Background: an optimization exercise with open tools, aiming at small area. Do not read the settings as production practice.
At most, simulation tests tie the RTL to the original design; equivalence was not proved.
Function not checked in run 2: the RTL went through the layout flow alone.
Power is estimated from default activity; no workload was simulated. The clock port is modelled as an ideal driver; clocking choices that lean on that would not hold on a real chip.

==> flow/design.v <==
module ark_key_oai22 (
  input  logic q,
  input  logic en,
  input  logic wd,
  input  logic en_n,
  output logic d
);
  assign d = !((q | en) & (wd | en_n));
endmodule
module ark_aoi222 (
  input  logic a1, a2, b1, b2, c1, c2,
  output logic y
);
  assign y = !((a1 & a2) | (b1 & b2) | (c1 & c2));
endmodule
module ark_dsel (
  input  logic din,
  input  logic h0,
  input  logic h1,
  output logic y_n
);
  assign y_n = !(din ? h0 : h1);
endmodule
module ark_fin (
  input  logic [3:0] p_n,
  input  logic       y_n,
  output logic       dout
);
  assign dout = (&p_n) ^ y_n;
endmodule
module ark_rbit (
  input  logic [11:0] src,
  input  logic [11:0] sel,
  input  logic        din,
  input  logic        h0,
  input  logic        h1,
  output logic        dout
);
  logic [3:0] p_n;
  logic       y_n;
  for (genvar g = 0; g < 4; g++) begin : g_p
    ark_aoi222 u_aoi (
      .a1(src[3*g]),   .a2(sel[3*g]),
      .b1(src[3*g+1]), .b2(sel[3*g+1]),
      .c1(src[3*g+2]), .c2(sel[3*g+2]),
      .y(p_n[g])
    );
  end
  ark_dsel u_d (.din(din), .h0(h0), .h1(h1), .y_n(y_n));
  ark_fin  u_f (.p_n(p_n), .y_n(y_n), .dout(dout));
endmodule
module add_round_key_pipe #(
  parameter int DATA_WIDTH = 128,
  parameter int NUM_KEYS   = 11,
  parameter int KEY_IDX_W  = 4
) (
  input  logic                  clk,
  input  logic                  rst,
  input  logic                  key_wr_en,
  input  logic [KEY_IDX_W-1:0]  key_wr_idx,
  input  logic [DATA_WIDTH-1:0] key_wr_data,
  input  logic                  key_clr,
  input  logic [DATA_WIDTH-1:0] data_in,
  input  logic [KEY_IDX_W-1:0]  data_in_idx,
  input  logic                  data_in_vld,
  output logic                  data_in_rdy,
  output logic [DATA_WIDTH-1:0] block_data_out,
  output logic                  block_data_out_vld,
  input  logic                  block_data_out_rdy,
  output logic                  block_data_out_err
);
  logic [DATA_WIDTH-1:0] key_q [NUM_KEYS];    
  logic [DATA_WIDTH-1:0] key_d [NUM_KEYS];
  logic [NUM_KEYS-1:0]   ph_q;
  logic [NUM_KEYS-1:0]   key_we;
  logic [NUM_KEYS-1:0]   key_vld_q;
  logic [DATA_WIDTH-1:0] out_q, out_d;
  logic                  vld_q;
  logic                  err_q;
  logic [11:0]           sel;
  logic                  hit, h0, h1;
  assign data_in_rdy = !vld_q || block_data_out_rdy;
  for (genvar i = 0; i < NUM_KEYS; i++) begin : g_key
    assign key_we[i] = key_wr_en && key_wr_idx == KEY_IDX_W'(i);
    for (genvar b = 0; b < DATA_WIDTH; b++) begin : g_b
      ark_key_oai22 u_k (
        .q(key_q[i][b]), .en(key_we[i]), .wd(key_wr_data[b]), .en_n(!key_we[i]), .d(key_d[i][b])
      );
    end
    assign sel[i] = data_in_rdy && data_in_idx == KEY_IDX_W'(i) && key_vld_q[i];
  end
  assign sel[11] = !data_in_rdy;
  assign hit = |sel[NUM_KEYS-1:0];
  assign h1  = |(sel[NUM_KEYS-1:0] & ph_q);
  assign h0  = |(sel[NUM_KEYS-1:0] & ~ph_q);
  for (genvar b = 0; b < DATA_WIDTH; b++) begin : g_bit
    logic [11:0] src;
    for (genvar i = 0; i < NUM_KEYS; i++) begin : g_src
      assign src[i] = key_q[i][b];
    end
    assign src[11] = out_q[b];
    ark_rbit u_rbit (.src(src), .sel(sel), .din(data_in[b]), .h0(h0), .h1(h1), .dout(out_d[b]));
  end
  always_ff @(posedge clk) begin
    for (int i = 0; i < NUM_KEYS; i++) key_q[i] <= key_d[i];
    ph_q  <= key_we | ~ph_q;
    out_q <= out_d;
    if (data_in_rdy) err_q <= !hit;
  end
  always_ff @(posedge clk or posedge rst) begin
    if (rst) begin
      key_vld_q <= '0;
      vld_q     <= 1'b0;
    end else begin
      if (key_clr) key_vld_q <= '0;
      else key_vld_q <= key_vld_q | key_we;
      if (data_in_rdy) vld_q <= data_in_vld;
    end
  end
  assign block_data_out     = out_q;
  assign block_data_out_vld = vld_q;
  assign block_data_out_err = err_q;
endmodule
==> flow/flow/run.sh <==
#!/bin/bash
# The standard layout, with two changes: port buffers use the smallest buffer cell, and
# clock tree synthesis inserts no dummy loads. Each tool's output goes to a log of its own.
set -euo pipefail
bash standard.sh \
  BUFFER_PORTS_ARGS="-buffer_cell sky130_fd_sc_hd__buf_1" \
  CTS_ARGS="-sink_clustering_enable -repair_clock_nets -dont_use_dummy_load -sink_clustering_size 30 -sink_clustering_max_diameter 90" \
  finish > flow_make.log 2>&1
==> flow/standard.sh <==
#!/bin/bash
# synth_recipe.tcl (not shown) runs the flow's synth.tcl, then flattens the netlist and writes it again
# the make line also repeats each setting of config.mk as NAME=value (left out here)
make -C /OpenROAD-flow-scripts/flow DESIGN_CONFIG=/design/flow/config.mk WORK_HOME=/design/flow/orfs CLKGATE_MAP_FILE= SYNTH_SCRIPT=/design/flow/synth_recipe.tcl "${@:-finish}"
==> flow/config.mk <==
export PLATFORM = sky130hd
export DESIGN_NAME = add_round_key_pipe
export DESIGN_NICKNAME = add_round_key_pipe
export VERILOG_FILES = /design/flow/design.v
export SDC_FILE = /design/flow/constraint.sdc
export NUM_CORES = 4
export LEC_CHECK = 0
export CAP_MARGIN = 20
export CORE_MARGIN = 2
export CORE_UTILIZATION = 65
export PLACE_DENSITY = 0.85
export SLEW_MARGIN = 20
export SYNTH_HIERARCHICAL = 1
==> flow/constraint.sdc <==
create_clock -name core_clock -period 4.0 [get_ports {clk}]
set_input_delay 0.8000 -clock core_clock [delete_from_list [all_inputs] [get_ports {clk}]]
set_output_delay 0.8000 -clock core_clock [all_outputs]
set_load 0.01 [all_outputs]
==> reports/qor.yml, run 1 <==
cts:
  cts_setup_buffers: 0
  clkSinkCount: 1560
  clk_latency_ns: 0.69
  root_buffer: "clkbuf_16"
  clk_pin_slew_worst_paths_ns: 0.11
  cts_tree: "yes"
  clockBufferDepth: 3
  h-tree-depth: 2
  cts-resized-gates: 0
  postCtsHoldBufs: 0
  cts_buffers: 57
sta:
  setup_tns_ns: 0
  rsz0062_at_grt: "false"
  hold_viol_final: 0
  finalMaxSlewViolations: 0
  max_freq_mhz: 322.3
  post-route-period-util_pct: 77.57
  holdWs_ns: 0.1196
  finClkSkew_ns: 0.04184
  setup_viol: 0
  worst_slew_pin_slew_ns: 1.169
  min_period_ns: 3.103
  max_slew_margin_pct: 22.10
status:
  status: "no timing/DRC/antenna violations"
place:
  place.port_buffers: 400
  dpl.hpwl_um: 92790
  routabilityCongestion: 0.8246
logic_synthesis:
  syn_area_per_cell_um2: 12.15
  synth_edf_count: 1
  yosysWarnings: 10
  synthArstFlopShare_pct: 0.7692
  synth_top_cell_by_area: "dfxtp_1"
  netlist_top_cells_area: "dfxtp_1 62%, o22ai_1 18%, a222oi_1 10%"
  yosysTopAreaCellShare_pct: 61.70
  synth_nets: 4400
  yosysUniqueCellTypes: 40
  ys_seq_elements: 1560
  synth_flop_cell: "dfxtp_1"
  synth_area_um2: 50190
  ys_seq_area_share_pct: 62.36
  synthCells: 4130
routing:
  drt_iter0_drc: 8213
  remaining_drc_errors: 0
  ant_nets: 0
  drt-pass1-iter-count: 13
  num_vias: 44840
  avgViaCountPerCell: 8.011
  routed_wl_um: 168600
  wl_per_cell_um: 30.12
worst_setup_path:
  critPathMaxStageDelay_ns: 1.03
  crit_chain: "buf_1 -> nor2b_1 -> nand2_4 -> buf_4 -> buf_4 -> o22ai_1"
  cp-start-kind: "input port"
  crit_path_max_fanout: 71
  cpMostUsedCell: "buf_4"
  crit_arrival_ns: 3.59
  end_kind: "flop"
  required_ns: 4.49
  crit_slowest_cell: "buf_4"
  path_class: "in2reg"
grt:
  grt_pass1_wl_um: 253800
  grt_max_degree: 132
  antenna_found_initial: 12
  grtUsageTotal_pct: 40.60
  grt_overflow: 0
  grt_pass1_vias: 43970
finish:
  areaGrowthSynthToFinish_pct: 9.869
  final_layout_size_suffix_gt1_share_pct: 4.582
  nets: 4833
  layout_common_cells: "1547 x dfxtp_1, 1408 x o22ai_1, 512 x a222oi_1, 400 x buf_1, 129 x mux2i_1"
  fin_util_pct: 72.37
  layout_commonest_cell: "dfxtp_1"
  fill_cells: 5264
run:
  maxCapViolCount: 0
floorplanning:
  dieArea_um2: 79460
  num_rows: 101
  die_y_um: 281.9
  num_io_pins: 401
  core_um2: 76200
  start_util_pct: 65.87
  chipWidth_um: 281.9
min_path:
  hold_class: "in2async"
power:
  vdd_drop_max_v: 0.0004314
  p_leak_nw: 19.71
  p_per_area_nw_per_um2: 587.9
## final timing paths
kind / cells past startpoint / startpoint / slack [ns] / endpoint
setup / recovery: 6 / key_wr_idx[1] / 0.90 / key_q[5][21]
hold / removal: 2 / rst / 0.12 / key_vld_q[5]
setup reg to reg: 8 / vld_q / 1.14 / out_q[86]
hold reg to reg: 1 / ph_q[7] / 0.41 / ph_q[7]
max in group asynchronous: 2 / rst / 3.53 / key_vld_q[6]
min in group core_clock: 2 / data_in_vld / 0.31 / vld_q
## modules after synthesis, one instance, submodules excluded, a selection
module              cells inside  cell area [µm²]  flip-flops and latches  copies in the design
add_round_key_pipe          1826            33060                    1560                     1
ark_fin                        2            15.01                       0                   128
ark_aoi222                     1            10.01                       0                   512
ark_dsel                       1            10.01                       0                   128
ark_key_oai22                  1            6.256                       0                  1408
## power by group
part | internal [W] | total, W | switching [W]
logic | 0.00191 | 0.00367 | 0.00176
clock network | 0.00257 | 0.00709 | 0.00452
registers | 0.0195 | 0.0217 | 0.00217
total | 0.0240 | 0.0324 | 0.00845
## cell usage after synthesis (2+ instances only)
| cell type | number |
|---|---|
| dfxtp_1 | 1547 |
| o22ai_1 | 1408 |
| a222oi_1 | 512 |
| mux2i_1 | 129 |
| buf_4 | 128 |
| nand4_1 | 128 |
| xnor2_1 | 128 |
| nand2_1 | 26 |
| nor2_1 | 21 |
| dfrtp_1 | 12 |
| nand3_1 | 11 |
| and3_1 | 9 |
| inv_2 | 9 |
| inv_1 | 8 |
| nor2b_1 | 6 |
| o211ai_1 | 5 |
| a21oi_1 | 4 |
| buf_2 | 4 |
| nand3b_1 | 4 |
| nor3b_1 | 3 |
| nor3b_2 | 3 |
| a311o_1 | 2 |
| and4_1 | 2 |
| clkbuf_1 | 2 |
| o21ai_0 | 2 |
| o21ai_1 | 2 |
| o311ai_0 | 2 |
## stage by stage
step           worst slack, ns  std cells  instance area [µm²]  total power, W
2_1_floorplan           -1.127       4130                50260         0.02409
3_3_place_gp            0.5653       5534                53710         0.02499
3_5_place_dp            0.4858       5534                53710         0.02548
4_1_cts                 0.9842       5591                55130         0.03220
5_1_grt                 0.9242       5597                55150         0.03360
6_report                0.8971       5597                55150         0.03242
## kinds of logic after synthesis
group | share of synthesized area (%)
AO/OA/AOI/OAI | 28.06
flip-flops | 62.36
AND/OR/NAND/NOR | 2.577
buffers and inverters | 2.119
multiplexers | 2.655
XOR/XNOR | 2.233
## registers in the layout (all words and copies together), names as in the netlist
register,flops
ph_q,11
err_q,1
vld_q,1
key_q,1408
key_vld_q,11
out_q,128
## final cells by class
class | count | area (µm²) | area share (%)
tap | 1030 | 1289 | 2.337
inverter | 17 | 91.34 | 0.1656
antenna | 6 | 15.01 | 0.02723
multi-input combinational | 2418 | 18010 | 32.65
sequential | 1560 | 31300 | 56.76
clock buffer | 57 | 1426 | 2.586
timing repair buffer | 509 | 3020 | 5.477
## critical path, delay by kind of cell
kind | cells | cell delay (ns)
buffers and inverters | 3 | 2.08
AO/OA/AOI/OAI | 1 | 0.26
AND/OR/NAND/NOR | 2 | 0.35
## per-layer routing
metal	vias up	GRT usage [%]	routed length (µm)
li1	18690	-	-
met1	21600	52.33	59950
met2	3820	63.26	75330
met3	713	10.28	23930
met4	12	21.07	9318
met5	-	0	65
==> run 2: changes to the inputs <==
--- a/flow/design.v
+++ b/flow/design.v
@@ -49,6 +49,12 @@
   ark_dsel u_d (.din(din), .h0(h0), .h1(h1), .y_n(y_n));
   ark_fin  u_f (.p_n(p_n), .y_n(y_n), .dout(dout));
 endmodule
+module ark_inv (
+  input  logic a,
+  output logic y
+);
+  assign y = !a;
+endmodule
 module add_round_key_pipe #(
   parameter int DATA_WIDTH = 128,
   parameter int NUM_KEYS   = 11,
@@ -80,26 +86,48 @@
   logic [11:0]           sel;
   logic                  hit, h0, h1;
   assign data_in_rdy = !vld_q || block_data_out_rdy;
-  for (genvar i = 0; i < NUM_KEYS; i++) begin : g_key
+  localparam int GRP  = 32;
+  localparam int NGRP = DATA_WIDTH / GRP;
+  logic [NUM_KEYS-1:0] we_n;
+  logic [11:0]         sel_n;
+  logic                h0_n, h1_n;
+  for (genvar i = 0; i < NUM_KEYS; i++) begin : g_dec
     assign key_we[i] = key_wr_en && key_wr_idx == KEY_IDX_W'(i);
-    for (genvar b = 0; b < DATA_WIDTH; b++) begin : g_b
-      ark_key_oai22 u_k (
-        .q(key_q[i][b]), .en(key_we[i]), .wd(key_wr_data[b]), .en_n(!key_we[i]), .d(key_d[i][b])
-      );
-    end
-    assign sel[i] = data_in_rdy && data_in_idx == KEY_IDX_W'(i) && key_vld_q[i];
+    assign we_n[i]   = !key_we[i];
+    assign sel[i]    = data_in_rdy && data_in_idx == KEY_IDX_W'(i) && key_vld_q[i];
   end
   assign sel[11] = !data_in_rdy;
-  assign hit = |sel[NUM_KEYS-1:0];
-  assign h1  = |(sel[NUM_KEYS-1:0] & ph_q);
-  assign h0  = |(sel[NUM_KEYS-1:0] & ~ph_q);
-  for (genvar b = 0; b < DATA_WIDTH; b++) begin : g_bit
-    logic [11:0] src;
-    for (genvar i = 0; i < NUM_KEYS; i++) begin : g_src
-      assign src[i] = key_q[i][b];
+  assign sel_n   = ~sel;
+  assign hit  = |sel[NUM_KEYS-1:0];
+  assign h1   = |(sel[NUM_KEYS-1:0] & ph_q);
+  assign h0   = |(sel[NUM_KEYS-1:0] & ~ph_q);
+  assign h0_n = !h0;
+  assign h1_n = !h1;
+  for (genvar g = 0; g < NGRP; g++) begin : g_grp
+    logic [NUM_KEYS-1:0] en_g, en_n_g;
+    logic [11:0]         sel_g;
+    logic                h0_g, h1_g;
+    for (genvar i = 0; i < NUM_KEYS; i++) begin : g_k
+      ark_inv u_en  (.a(we_n[i]),   .y(en_g[i]));
+      ark_inv u_enn (.a(key_we[i]), .y(en_n_g[i]));
     end
-    assign src[11] = out_q[b];
-    ark_rbit u_rbit (.src(src), .sel(sel), .din(data_in[b]), .h0(h0), .h1(h1), .dout(out_d[b]));
+    for (genvar i = 0; i < 12; i++) begin : g_s
+      ark_inv u_sel (.a(sel_n[i]), .y(sel_g[i]));
+    end
+    ark_inv u_h0 (.a(h0_n), .y(h0_g));
+    ark_inv u_h1 (.a(h1_n), .y(h1_g));
+    for (genvar bb = 0; bb < GRP; bb++) begin : g_bit
+      localparam int b = g * GRP + bb;
+      logic [11:0] src;
+      for (genvar i = 0; i < NUM_KEYS; i++) begin : g_key
+        ark_key_oai22 u_k (
+          .q(key_q[i][b]), .en(en_g[i]), .wd(key_wr_data[b]), .en_n(en_n_g[i]), .d(key_d[i][b])
+        );
+        assign src[i] = key_q[i][b];
+      end
+      assign src[11] = out_q[b];
+      ark_rbit u_rbit (.src(src), .sel(sel_g), .din(data_in[b]), .h0(h0_g), .h1(h1_g), .dout(out_d[b]));
+    end
   end
   always_ff @(posedge clk) begin
     for (int i = 0; i < NUM_KEYS; i++) key_q[i] <= key_d[i];
==> flow/flow/run.sh (replaced) <==
#!/bin/bash
# The standard layout, with two changes: port buffers use the smallest buffer cell, and
# clock tree synthesis inserts no dummy loads. Each tool's output goes to a log of its own.
set -euo pipefail
bash standard.sh \
  BUFFER_PORTS_ARGS="-buffer_cell sky130_fd_sc_hd__buf_1" \
  CTS_ARGS="-sink_clustering_enable -repair_clock_nets -dont_use_dummy_load -sink_clustering_size 25 -sink_clustering_max_diameter 80" \
  finish > flow_make.log 2>&1
--- a/flow/config.mk
+++ b/flow/config.mk
@@ -8,6 +8,5 @@
 export CAP_MARGIN = 20
 export CORE_MARGIN = 2
 export CORE_UTILIZATION = 65
-export PLACE_DENSITY = 0.85
 export SLEW_MARGIN = 20
 export SYNTH_HIERARCHICAL = 1
==> run 2 against run 1 <==
First-iteration DRC count shrank 8.2%. Via count up 0.90%. Critical endpoint is now out_q[115]. Global-route usage grew 1.2 points. Utilization shrank 0.38 points. Clock power grew 12%. Register-to-register slack got worse by 0.21 ns. Sequential share of layout area shrank 0.54 points. Area after synthesis grew 0.98%. Non-clock buffer count increased by 51. Largest cell class unchanged.
==> reports/qor.yml, run 2 <==
status:
  status: "no timing/DRC/antenna violations"
power:
  finalPower_w: 0.03274
  power.share.combinational_pct: 10.2
  p_per_area_nw_per_um2: 588.0
  swShare_pct: 25.34
  p_seq_share_pct: 65.5
  vdd_drop_max_v: 0.0004409
  p_int_w: 0.02444
  power_frac_clock_pct: 24.3
  p_switching_w: 0.008298
  p_leak_nw: 20.86
cts:
  clk_pin_slew_worst_paths_ns: 0.10
  clk_latency_ns: 0.68
  cts-resized-gates: 0
  cts_buffers: 72
  postCtsHoldBufs: 0
  clkSinkCount: 1560
  root_buffer: "clkbuf_16"
  h-tree-depth: 3
  clockBufferDepth: 3
  cts_setup_buffers: 0
  cts_tree: "yes"
sta:
  holdWs_ns: 0.3163
  timing.final.ws_setup_ns: 0.9328
  setup_tns_ns: 0
  rsz0062_at_grt: "false"
  post-route-period-util_pct: 76.68
  finClkSkew_ns: 0.06725
  worst_slew_pin_slew_ns: 1.167
  max_slew_margin_pct: 22.10
  min_period_ns: 3.067
  max_freq_mhz: 326.0
  setup_viol: 0
  finalMaxSlewViolations: 0
  hold_viol_final: 0
place:
  post-place-ws_ns: 0.6232
  routabilityCongestion: 0.8984
  dpl.hpwl_um: 93690
  place.port_buffers: 400
run:
  maxCapViolCount: 0
logic_synthesis:
  synth-simple-area-share_pct: 2.505
  synth_area_um2: 50690
  syn_area_per_cell_um2: 11.88
  ys_seq_elements: 1560
  yosysTopAreaCellShare_pct: 61.10
  synth_commonest_cells: "1547 x dfxtp_1, 1408 x o22ai_1, 512 x a222oi_1, 150 x inv_1, 130 x nand4_1"
  synth_flop_cell: "dfxtp_1"
  synth_nets: 4538
  synth_xor_area_share_pct: 2.212
  yosysUniqueCellTypes: 45
  ys_seq_area_share_pct: 61.75
  synthArstFlopShare_pct: 0.7692
  synthAdderAreaFrac_pct: 0
  synth_edf_count: 1
  yosysWarnings: 10
  synthCells: 4268
  synth_top_family_by_area: "compound AO/OA/AOI/OAI gates"
  synth_mux_area_share_pct: 2.614
  netlist_top_cells_area: "dfxtp_1 61%, o22ai_1 17%, a222oi_1 10%"
  synth_top_cell_by_area: "dfxtp_1"
  synth.most_common_cell: "dfxtp_1"
  synth_compound_gate_area_share_pct: 27.75
routing:
  routed_wl_um: 176500
  remaining_drc_errors: 0
  ant_nets: 0
  avgViaCountPerCell: 7.775
  drt-pass1-iter-count: 11
  num_vias: 45240
  drt_iter0_drc: 7538
  wl_per_cell_um: 30.34
finish:
  final_layout_size_suffix_gt1_share_pct: 5.225
  top_register: "key_q"
  largest_reg_flops: 1408
  layout_commonest_cell: "dfxtp_1"
  layout_common_cells: "1547 x dfxtp_1, 1408 x o22ai_1, 512 x a222oi_1, 400 x buf_1, 150 x inv_1"
  top_regs: "key_q (1408), out_q (128)"
  nets: 5038
  fin_util_pct: 72.00
  areaGrowthSynthToFinish_pct: 9.852
floorplanning:
  core_um2: 77340
  dieArea_um2: 80230
  start_util_pct: 65.54
  num_rows: 102
  die_y_um: 283.3
  chipWidth_um: 283.3
  num_io_pins: 401
grt:
  grt_overflow: 0
  antenna_found_initial: 33
  grt_pass1_vias: 43170
  grtUsageTotal_pct: 41.76
  grt_max_degree: 33
  grt_pass1_wl_um: 261600
worst_setup_path:
  crit_path_max_fanout: 32
  path_class: "reg2reg"
  rrSetupSlack_ns: 0.93
  end_kind: "flop"
  crit_arrival_ns: 3.57
  cp-start-kind: "flop"
  required_ns: 4.50
min_path:
  hold_class: "in2async"
[run 2: cell count changes after synthesis, sizes merged, moves of 4 or more]
cell / change
o211ai: -4
inv: +143
a31oi: +5
o21ai: -4
nand3: +8
and3: -8
[run 2: logic make-up (layout without fill, tap and decap cells)]
group,count (synthesis),count (layout)
xor+xnor,128,128
flops,1560,1560
simple gates,219,219
buf+inv,294,792
compound gates,1936,1936
mux,131,131
other cells,0,13
[run 2: layout make-up]
class,instances,area (µm²)
Antenna cell,13,32.53
Inverter,160,600.6
Multi-Input combinational cell,2414,17780
Sequential cell,1560,31300
Clock buffer,72,1802
Tap cell,1040,1301
Fill cell,5876,21660
Timing Repair Buffer,560,2865
[run 2: per-module statistics from Yosys (local to each module, per instance), excerpt]
module	area, µm²	copies in the design
ark_aoi222	10.01	512
add_round_key_pipe	33010	1
ark_fin	15.01	128
ark_key_oai22	6.256	1408
ark_dsel	10.01	128
ark_inv	3.754	144
[run 2: worst paths after layout]
path                              start      endpoint  depth (start not counted)
worst max-delay path              vld_q    out_q[115]                         10
worst min-delay path                rst  key_vld_q[6]                          2
worst max register to register    vld_q    out_q[115]                         10
worst min register to register  ph_q[6]       ph_q[6]                          1
max in group asynchronous           rst  key_vld_q[4]                          2
min in group core_clock         ph_q[6]       ph_q[6]                          1
[run 2: critical path, cell delays in order (launching register included)]
cell	delay (ns)
dfrtp_1	0.42
and2b_1	0.35
inv_1	0.10
buf_4	0.21
nand3_1	0.15
a31oi_1	0.07
a211oi_1	0.62
inv_1	0.10
buf_4	0.31
mux2i_1	0.44
xnor2_1	0.13
[run 2: power by group through the flow]
stage	combinational [W]	sequential, W	clock, W
2_1_floorplan	0.00248	0.0212	0
3_3_place_gp	0.00306	0.0216	0
3_5_place_dp	0.00327	0.0217	0
4_1_cts	0.00326	0.0214	0.00797
5_1_grt	0.00364	0.0219	0.00852
6_report	0.00333	0.0215	0.00795
[run 2: routing by layer]
layer,up-vias,GRT usage [%],wire length (µm)
met5,-,0,254
met4,42,20.46,8410
met3,668,11.82,25400
met2,3411,62.04,76520
met1,21980,56.16,65940
li1,19140,-,-
[run 2: metrics by stage]
stage	instances	area [µm²]
5_1_grt	5816	55670
4_1_cts	5806	55650
2_1_floorplan	4268	50690
3_3_place_gp	5734	53850
6_report	5819	55680
3_5_place_dp	5734	53850

==> separate check: timing with driven ports <==
How much do the figures lean on ideal ports? The routed layouts below were timed once more, with nothing changed but the port constraints. Step 1, drivers: a clkbuf_16 drives clk and a buf_2 each remaining input, both assumed. Step 2 also shifts input and output timing later by t, the mid clock arrival at the registers, as if the neighbouring blocks saw the same clock. a / b / c = no drivers / after step 1 / after step 2; a / b = the first two.
run | shift t [ns] | slack for setup (ns) | cell pins on the clock port's net
run 1 | 0.744 | 0.897 / 0.925 / 0.192 | 1
run 2 | 0.718 | 0.933 / 0.933 / 0.362 | 1
After both steps setup and hold are still met in every run listed. For run 1, which loses most, drivers alone change the setup slack by +0.028 ns; drivers and shift together by -0.705 ns.
